From an optimization exercise on the open Yosys and OpenROAD flow, aimed at small area, a short achievable clock period and few clock cycles per item; shortcuts taken in it are not production practice. Only simulation tests tie the RTL to the original design; equivalence was not proved.

## flow/design.v (module list and top-level ports; edited modules follow where they fit)
// module FP_booth_enc: 42 lines
// module FP_Mul_tree: 1946 lines
// module FP_Mul_gp: 4 lines
// module FP_pfx: 4 lines
// module FP_pfx_g: 3 lines
// module FP_fa: 4 lines
// module FP_ha: 4 lines
// module FP_Mul_pre: 35 lines
// module FP_Mul_post: 64 lines
// module fp_mul_arbiter: 107 lines
module fp_mul_arbiter #(
    parameter int W = fp_alu_pkg::FP_W
) (
    input  logic         clk,
    input  logic         rst,
    input  logic         req0_valid,
    input  logic [W-1:0] req0_a,
    input  logic [W-1:0] req0_b,
    output logic         req0_ready,
    input  logic         req1_valid,
    input  logic [W-1:0] req1_a,
    input  logic [W-1:0] req1_b,
    output logic         req1_ready,
    output logic         rsp_valid,
    output logic [W-1:0] rsp_data,
    output logic         rsp_id,
    input  logic         rsp_ready
);
  // ...
==> flow/flow/run.sh <==
#!/bin/bash
# The standard ORFS layout (the standard.sh, standard synthesis unchanged),
# with buf_2 cells as the port buffers instead of the resizer's default pick.
set -euo pipefail
bash standard.sh "BUFFER_PORTS_ARGS=-buffer_cell sky130_fd_sc_hd__buf_2" finish > orfs_make.log 2>&1
==> flow/standard.sh <==
#!/bin/bash
# synth_recipe.tcl (not shown) runs the flow's synth.tcl, then flattens the netlist and writes it again
# the make line also repeats each setting of config.mk as NAME=value (left out here)
make -C /OpenROAD-flow-scripts/flow DESIGN_CONFIG=/design/flow/config.mk WORK_HOME=/design/flow/orfs CLKGATE_MAP_FILE= SYNTH_SCRIPT=/design/flow/synth_recipe.tcl "${@:-finish}"
==> flow/config.mk <==
export PLATFORM = sky130hd
export DESIGN_NAME = fp_mul_arbiter
export DESIGN_NICKNAME = fp_mul_arbiter
export VERILOG_FILES = /design/flow/design.v
export SDC_FILE = /design/flow/constraint.sdc
export NUM_CORES = 4
export LEC_CHECK = 0
export CAP_MARGIN = 20
export CORE_MARGIN = 2
export CORE_UTILIZATION = 40
export CTS_BUF_LIST = sky130_fd_sc_hd__clkbuf_8
export SETUP_SLACK_MARGIN = 5
export SLEW_MARGIN = 20
export SYNTH_HIERARCHICAL = 1
export SYNTH_MINIMUM_KEEP_SIZE = 0
==> flow/constraint.sdc <==
create_clock -name core_clock -period 11.0 [get_ports {clk}]
set_input_delay 2.2000 -clock core_clock [delete_from_list [all_inputs] [get_ports {clk}]]
set_output_delay 2.2000 -clock core_clock [all_outputs]
set_load 0.01 [all_outputs]
==> summary.md, run 1 <==
| Metric | Value |
|---|---|
| Outcome | `finished clean` |
| Placed inst area | `approximately 22000 um^2` |
| Register Area | `about 3400 um^2` |
| Clock Pin Slew Worst Setup and Hold Paths | `roughly 0.080 ns` |
| Post-synthesis instance area | `approximately 20000 um^2` |
| Total wire length | `approximately 60000 um` |
| Multi-input logic portion of the cell area | `0.715` |
| Antenna-violating nets left | `0` |
| Core Util, Final | `0.447` |
| Layout cells sized above 1 | `0.186` |
| Multi-input logic area | `about 16000 um^2` |
| Clock buffer count | `17` |
| Worst flop-to-flop path endpoint | `s2_ph_q[16]` |
| Biggest Area Class | `multi-input gates` |
| CP Depth | `15` |
| Worst path arrival time | `6.00 ns` |
| GRT Residual Overflow | `0` |
| Critical path's slowest cell | `edfxtp_1` |
| Min-Delay Startpoint | `s1_id_q` |
| Max incr delay on CP | `0.84 ns` |
| Setup TNS | `0 ns` |
| Critical path's top delay family | `adder cells` |
| Worst-Skew Late Latency | `~0.45 ns` |
| Largest registers | `s2_ph_q (25), s1_fa_q (23)` |
| Num Clock Sinks | `approximately 110` |
| Hold Path End | `s2_id_q` |
| Routability cong. | `between 0.8 and 0.9` |
| Crit end category | `flop` |
| Routed wl met2 | `between 20000 and 30000 um` |
| Starting DRT DRC Count | `1618` |
| Non-clock buffer share | `0.0709` |
| Clk buf depth | `2` |
| Synthesis Warnings | `9` |
| Die area | `roughly 52000 um^2` |
| Area Overhead vs Synth | `10.5%` |
| Endpoints failing hold | `0` |
| Design area | `around 22000 um^2` |
| Most frequent cells in the layout | `284 x xnor2_1, 266 x a22oi_1, 264 x fa_1, 168 x buf_2, 111 x edfxtp_1` |
| Core Box Area | `between 40000 and 50000 um^2` |
Testbench counts, summed over its fixed seeds: cycles 6,416, items 6,400.
==> run 2: changes to the inputs <==
==> flow/flow/run.sh (replaced) <==
#!/bin/bash
# The standard ORFS layout (the standard.sh, standard synthesis unchanged),
# with buf_1 cells as the port buffers instead of the resizer's default pick.
set -euo pipefail
bash standard.sh "BUFFER_PORTS_ARGS=-buffer_cell sky130_fd_sc_hd__buf_1" finish > orfs_make.log 2>&1
==> run 2 against run 1 <==
Against the previous run:
- non-clock buffer count up 16
- critical path depth up 1
- first-iteration DRC count up 4.9%
- critical path type unchanged
==> summary.md, run 2 <==
| Metric | Value |
|---|---|
| Die area | `52300 um^2 (unchanged)` |
| Via count | `16.3k (about the same)` |
| Largest Register | `s2_ph_q (unchanged)` |
| Hold Path End | `s2_exp_q[3] (was s2_id_q)` |
| Core Box Area | `50000 um^2 (unchanged)` |
| DIE WIDTH | `229 um (unchanged)` |
| Synthesis Warnings | `9 (unchanged)` |
| CTS tree | `yes (unchanged)` |
| Largest net degree at the start of global routing | `64 (was 59)` |
| Max-cap violation count | `0 (unchanged)` |
| Die height | `229 um (unchanged)` |
| Worst r2r src | `s1_bone_q[5] (was s1_fa_q[3])` |
| Endpoints failing hold | `0 (unchanged)` |
| Critical path's slowest cell | `edfxtp_1 (unchanged)` |
| Minimum clock period | `5.79 ns (was 5.80 ns)` |
| Most frequent cells in the layout | `284 x xnor2_1, 266 x a22oi_1, 264 x fa_1, 168 x buf_1, 111 x edfxtp_1 (was 284 x xnor2_1, 266 x a22oi_1, 264 x fa_1, 168 x buf_2, 111 x edfxtp_1)` |
| I/O pin total | `169 (unchanged)` |
| CTS root buffer | `clkbuf_8 (unchanged)` |
| Final period util | `0.526 (was 0.528)` |
| Hold Path Cell Cnt | `0 (unchanged)` |
| HP Class | `reg -> reg (unchanged)` |
| Worst Skew | `0.0128 ns (was 0.0125 ns)` |
| CTS Buf Count | `17 (unchanged)` |
| Rows | `82 (unchanged)` |
| Final Max Slew Viols | `0 (unchanged)` |
| Max incr delay on CP | `0.71 ns (was 0.84 ns)` |
| Final Setup Violations | `0 (unchanged)` |
| Min-Delay Startpoint | `s1_exp_q[3] (was s1_id_q)` |
| Outcome | `finished clean (unchanged)` |
| GRT Residual Overflow | `0 (unchanged)` |
| Crit-path cells | `buf_4 > a22oi_1 > xnor2_1 > fa_1 > fa_1 > fa_1 > fa_1 > fa_1 > ha_1 > a21o_1 > a21o_1 > a21o_1 > a21o_1 > a21o_1 > a21o_1 > xor2_1 (was a22oi_1 > xnor2_1 > fa_1 > fa_1 > fa_1 > fa_1 > fa_1 > ha_1 > a21o_1 > a21o_1 > a21o_1 > a21o_1 > a21o_1 > a21o_1 > xor2_1)` |
| Critical path fanouts, max | `13 (was 14)` |
| Num Clock Sinks | `114 (unchanged)` |
| R2R setup slack | `5.21 ns (was 5.20 ns)` |
| Worst slew margin | `0.412 (was 0.329)` |
| Area Overhead vs Synth | `10.4% (was 10.5%)` |
| Avg Vias per Cell | `5.95 (was 5.98)` |
| Most common cell after layout, fill and taps aside | `xnor2_1 (unchanged)` |
| Final nets | `2556 (was 2540)` |
| Total GRT Usage | `0.231 (was 0.228)` |
| Crit end category | `flop (unchanged)` |
| WHS | `0.414 ns (was 0.423 ns)` |
| Synth Area per Inst | `10.4 um^2 (unchanged)` |
| Worst setup SP type | `flop (unchanged)` |
| Number of global-route vias before repair | `16.5k (was 16.8k)` |
| RSZ-0062 raised after global routing | `no (unchanged)` |
| Worst path arrival time | `5.99 ns (was 6.00 ns)` |
| Hold-fix buffers, CTS | `0 (unchanged)` |
| First-pass GRT wire length | `94400 um (was 94100 um)` |
| Post-synthesis instance area | `20200 um^2 (unchanged)` |
| Fmax | `173 MHz (was 172 MHz)` |
| Reg2Reg Depth | `16 (was 15)` |
| Least-Margin Pin Slew | `0.875 ns (was 1.01 ns)` |
| Clk buf depth | `2 (unchanged)` |
| Most Frequent Cell on Critical Path | `a21o_1 (unchanged)` |
| Worst-Skew Late Latency | `0.46 ns (was 0.45 ns)` |
| Worst flop-to-flop path endpoint | `s2_ph_q[19] (was s2_ph_q[16])` |
| Drt pass-1 iters | `6 (was 7)` |
| Max reg flops | `25 (unchanged)` |
| Starting DRT DRC Count | `1698 (was 1618)` |
| Setup TNS | `0 ns (unchanged)` |
| Largest registers | `s2_ph_q (25), s1_fa_q (23) (unchanged)` |
| Total wire length | `61300 um (was 61400 um)` |
| Antenna cells | `0 (unchanged)` |
| Layout cells sized above 1 | `0.110 (was 0.186)` |
| Routability cong. | `0.870 (was 0.882)` |
| WS Path Type | `reg -> reg (unchanged)` |
| Drt wl/cell | `22.4 um (was 22.5 um)` |
| Dpl hpwl | `40700 um (was 41100 um)` |
| CP required | `11.21 ns (was 11.19 ns)` |
| Initial antenna violation count | `0 (unchanged)` |
| I/O Buffers | `168 (unchanged)` |
| DRC Markers | `0 (unchanged)` |
| Initial Utilization | `0.404 (unchanged)` |
| Clock Pin Slew Worst Setup and Hold Paths | `0.08 ns (about the same)` |
| H-tree depth | `4 (unchanged)` |
| Post-Synthesis Cells | `1934 (unchanged)` |
| Antenna-violating nets left | `0 (unchanged)` |
## run 2: cell types whose count changed in the layout (fill, tap and decap cells not counted), moves of 2 or more
cell,delta
buf_6,+4
clkinv_1,+2
buf_2,-168
buf_12,+3
buf_1,+168
inv_8,-2
buf_4,+10
bufinv_16,+2
## run 2: repair_timing
action,CTS,global route
gates resized for setup,0,4
cloned,0,1
pin swaps,0,0
setup buffers,13,38
endpoints found under the setup margin,11,36
## run 2: worst max path at each step
| stage | from | endpoint | cells after the start |
|---|---|---|---|
| 2_1_floorplan | s1_bneg_q[4] | s2_ph_q[17] | 16 |
| 3_3_place_gp | s1_fa_q[15] | s2_ph_q[16] | 15 |
| 3_5_place_dp | s1_fa_q[15] | s2_ph_q[17] | 15 |
| 4_1_cts | s1_btwo_q[5] | s2_ph_q[18] | 15 |
| 5_1_grt | s1_bone_q[5] | s2_ph_q[18] | 15 |
| 6_report | s1_bone_q[5] | s2_ph_q[19] | 16 |
## run 2: metal layers
metal | wire [um] | vias to the layer above | track usage
met5 | 0 | - | 0
met4 | 1830 | 0 | 0.0790
met3 | 5640 | 147 | 0.0469
met2 | 28400 | 882 | 0.367
met1 | 25500 | 8110 | 0.313
li1 | - | 7169 | -
## run 2: layout make-up
cell class,count,area [um^2]
Clock buffer,17,234
Sequential cell,114,3390
Fill cell,4705,27700
Timing Repair Buffer,269,1540
Multi-Input combinational cell,1621,16000
Inverter,35,134
Tap cell,672,841
Clock inverter,15,203
## run 2: worst max-delay path, delay by kind of cell, from the launching register on
kind	cells	cell delay (ns)
xor gates and xnor gates	2	0.40
buffers and inverters	1	0.31
DFF	1	0.71
AOI/OAI and AO/OA	7	1.62
adders and majority gates	6	2.48
## run 2: per-stage QoR
step	std cells	utilization	setup slack, ns	cell area (um^2)
after floorplan	1945	-	5.57	20200
after global placement	2659	0.426	4.92	21300
after detailed placement	2659	0.426	4.76	21300
after CTS	2704	0.437	5.00	21900
after global routing	2743	0.446	5.00	22300
final	2743	0.446	5.21	22300
==> run 3: changes to the inputs <==
==> flow/flow/run.sh (replaced) <==
#!/bin/bash
# The standard ORFS layout (the standard.sh, standard synthesis unchanged),
# with buf_2 cells as the port buffers and a larger setup repair margin.
set -euo pipefail
bash standard.sh "BUFFER_PORTS_ARGS=-buffer_cell sky130_fd_sc_hd__buf_2" SETUP_SLACK_MARGIN=5.4 finish > orfs_make.log 2>&1
==> run 3 against run 2 <==
Against the previous run:
- sequential cell count is the same
- worst setup slack better by 0.30 ns
- critical path depth up 1
- largest cell class unchanged
- sequential share of layout area shrank 0.42 points
- global-route usage up 0.20 points
- wire length increased by 1.2%
- maximum frequency grew 5.5%
- final cell count rose by 0.51%
- clock skew about the same
==> summary.md, run 3 <==
| Metric | Value |
|---|---|
| Outcome | `finished clean (unchanged)` |
| Final Max Slew Viols | `0 (unchanged)` |
| CTS root buffer | `clkbuf_8 (unchanged)` |
| CP required | `11.19 ns (was 11.21 ns)` |
| Fmax | `182 MHz (was 173 MHz)` |
| I/O pin total | `169 (unchanged)` |
| Rows | `82 (unchanged)` |
| HP Class | `reg -> reg (unchanged)` |
| Starting DRT DRC Count | `1577 (was 1698)` |
| Worst path arrival time | `5.68 ns (was 5.99 ns)` |
| Critical path fanouts, max | `12 (was 13)` |
| Total wire length | `62100 um (was 61300 um)` |
| Max reg flops | `25 (unchanged)` |
| Die height | `229 um (unchanged)` |
| Setup TNS | `0 ns (unchanged)` |
| DRC Markers | `0 (unchanged)` |
| Synthesis Warnings | `9 (unchanged)` |
| Worst setup SP type | `flop (unchanged)` |
| Register Area | `3390 um^2 (unchanged)` |
| Antenna-violating nets left | `0 (unchanged)` |
| Most common cell after layout, fill and taps aside | `xnor2_1 (unchanged)` |
| Endpoints failing hold | `0 (unchanged)` |
| Placed inst area | `21500 um^2 (was 21300 um^2)` |
| Die area | `52300 um^2 (unchanged)` |
| CTS tree | `yes (unchanged)` |
| Multi-input logic area | `16200 um^2 (was 16000 um^2)` |
| Final period util | `0.499 (was 0.526)` |
| First-pass GRT wire length | `95900 um (was 94400 um)` |
| Critical Path Start | `s1_bone_q[5] (unchanged)` |
| Core Box Area | `50000 um^2 (unchanged)` |
| Worst slew margin | `0.397 (was 0.412)` |
| Crit end category | `flop (unchanged)` |
| GRT Residual Overflow | `0 (unchanged)` |
| Dpl hpwl | `41100 um (was 40700 um)` |
| Worst Skew | `0.0129 ns (was 0.0128 ns)` |
| Final Setup Violations | `0 (unchanged)` |
| CTS Buf Count | `17 (unchanged)` |
| WS Path Type | `reg -> reg (unchanged)` |
| Via count | `16.4k (was 16.3k)` |
| Most frequent cells in the layout | `283 x xnor2_1, 258 x fa_1, 251 x a22oi_1, 168 x buf_2, 111 x edfxtp_1 (was 284 x xnor2_1, 266 x a22oi_1, 264 x fa_1, 168 x buf_1, 111 x edfxtp_1)` |
| Initial antenna violation count | `2 (was 0)` |
| Num Clock Sinks | `114 (unchanged)` |
| Worst r2r src | `s1_bone_q[5] (unchanged)` |
| Avg Vias per Cell | `5.96 (was 5.95)` |
| Hold-fix buffers, CTS | `0 (unchanged)` |
| RSZ-0062 raised after global routing | `yes (was no)` |
| I/O Buffers | `168 (unchanged)` |
| Final nets | `2569 (was 2556)` |
| Least-Margin Pin Slew | `0.897 ns (was 0.875 ns)` |
| Clock Pin Slew Worst Setup and Hold Paths | `0.07 ns (was 0.08 ns)` |
| Post-Synthesis Cells | `1934 (unchanged)` |
| Clk buf depth | `2 (unchanged)` |
| Layout cells sized above 1 | `0.213 (was 0.110)` |
| Routability cong. | `0.882 (was 0.870)` |
| Largest Register | `s2_ph_q (unchanged)` |
| Number of global-route vias before repair | `17.0k (was 16.5k)` |
| Worst-Skew Late Latency | `0.45 ns (was 0.46 ns)` |
| Max-cap violation count | `0 (unchanged)` |
| Post-synthesis instance area | `20200 um^2 (unchanged)` |
| Design area | `22900 um^2 (was 22300 um^2)` |
| Filler instances | `4603 (was 4705)` |
| Min-Delay Startpoint | `s1_id_q (was s1_exp_q[3])` |
| Total GRT Usage | `0.233 (was 0.231)` |
| Largest registers | `s2_ph_q (25), s1_fa_q (23) (unchanged)` |
| H-tree depth | `4 (unchanged)` |
| Largest net degree at the start of global routing | `59 (was 64)` |
| Drt pass-1 iters | `7 (was 6)` |
| Area Overhead vs Synth | `13.5% (was 10.4%)` |
| Drt wl/cell | `22.5 um (was 22.4 um)` |
| Initial Utilization | `0.404 (unchanged)` |
| DIE WIDTH | `229 um (unchanged)` |
| Synth Area per Inst | `10.4 um^2 (unchanged)` |
| Minimum clock period | `5.49 ns (was 5.79 ns)` |
## run 3: timing repair
item | in CTS | in global routing
pin swaps | 0 | 13
gates resized for setup | 27 | 51
setup endpoints to repair | 58 | 56
gates cloned | 1 | 0
setup buffers | 48 | 15
## run 3: final timing paths
kind | end | slack (ns) | cells after the start
hold / removal | s2_id_q | 0.42 | 0
hold reg to reg | s2_id_q | 0.42 | 0
setup reg to reg | s2_ph_q[16] | 5.51 | 17
setup / recovery | s2_ph_q[16] | 5.51 | 17
## run 3: worst max-delay path: stages, from the launching register on
cell,delay (ns)
edfxtp_1,0.42
buf_12,0.17
buf_4,0.19
a22oi_2,0.22
xnor2_1,0.12
fa_1,0.58
fa_1,0.45
fa_1,0.39
fa_1,0.51
fa_1,0.47
ha_1,0.37
and2_1,0.18
and2_1,0.21
and2_1,0.19
a21o_4,0.25
a21o_1,0.20
a21o_1,0.16
xor2_1,0.15
## run 3: through the flow
stage | utilization | std cells | hold slack (ns) | worst slack, ns
2_1_floorplan | - | 1945 | 0.400 | 5.57
3_3_place_gp | 0.430 | 2659 | 0.405 | 4.86
3_5_place_dp | 0.431 | 2660 | 0.405 | 4.79
4_1_cts | 0.452 | 2741 | 0.427 | 5.40
5_1_grt | 0.459 | 2756 | 0.442 | 5.36
6_report | 0.459 | 2757 | 0.423 | 5.51
## run 3: final cells by class
type / instances / share of cell area
diodes: 1 / 0.000109
repair buffers: 282 / 0.0864
flip-flops and latches: 114 / 0.148
inverters: 35 / 0.00600
multi-input cells: 1621 / 0.705
clock buffers: 17 / 0.0102
well taps: 672 / 0.0367
clock inverters: 15 / 0.00758
## run 3: routing by layer
layer / track usage / vias to the layer above / part of all wire
li1: - / 7201 / -
met5: 0 / - / 0.00021
met3: 0.0524 / 166 / 0.089
met1: 0.308 / 8207 / 0.41
met2: 0.373 / 858 / 0.46
met4: 0.0842 / 2 / 0.033

-- static timing again, ports no longer ideal --
Ports are ideal in the flow. The routed layouts listed here were re-timed in OpenROAD.
Step 1 sets driving cells, clkbuf_16 on the clock port and buf_2 on the other inputs (assumed; they add their load-dependent delay and slew).
Step 2 also shifts input and output timing later by t, the mid clock arrival at the registers, as if the neighbouring blocks saw the same clock.
Slacks: ideal / step 1 / step 2; pairs: ideal / step 1.
run	t, ns	slack for setup (ns)	worst setup path at the end	slew at the worst register clock pin (ns)
run 1	0.493	5.197 / 5.197 / 5.197	register to register	0.09 / 0.09
run 2	0.502	5.214 / 5.206 / 5.214	register to register	0.09 / 0.09
run 3	0.491	5.513 / 5.487 / 5.513	register to register	0.09 / 0.09
After both steps setup and hold are still met in every run listed.
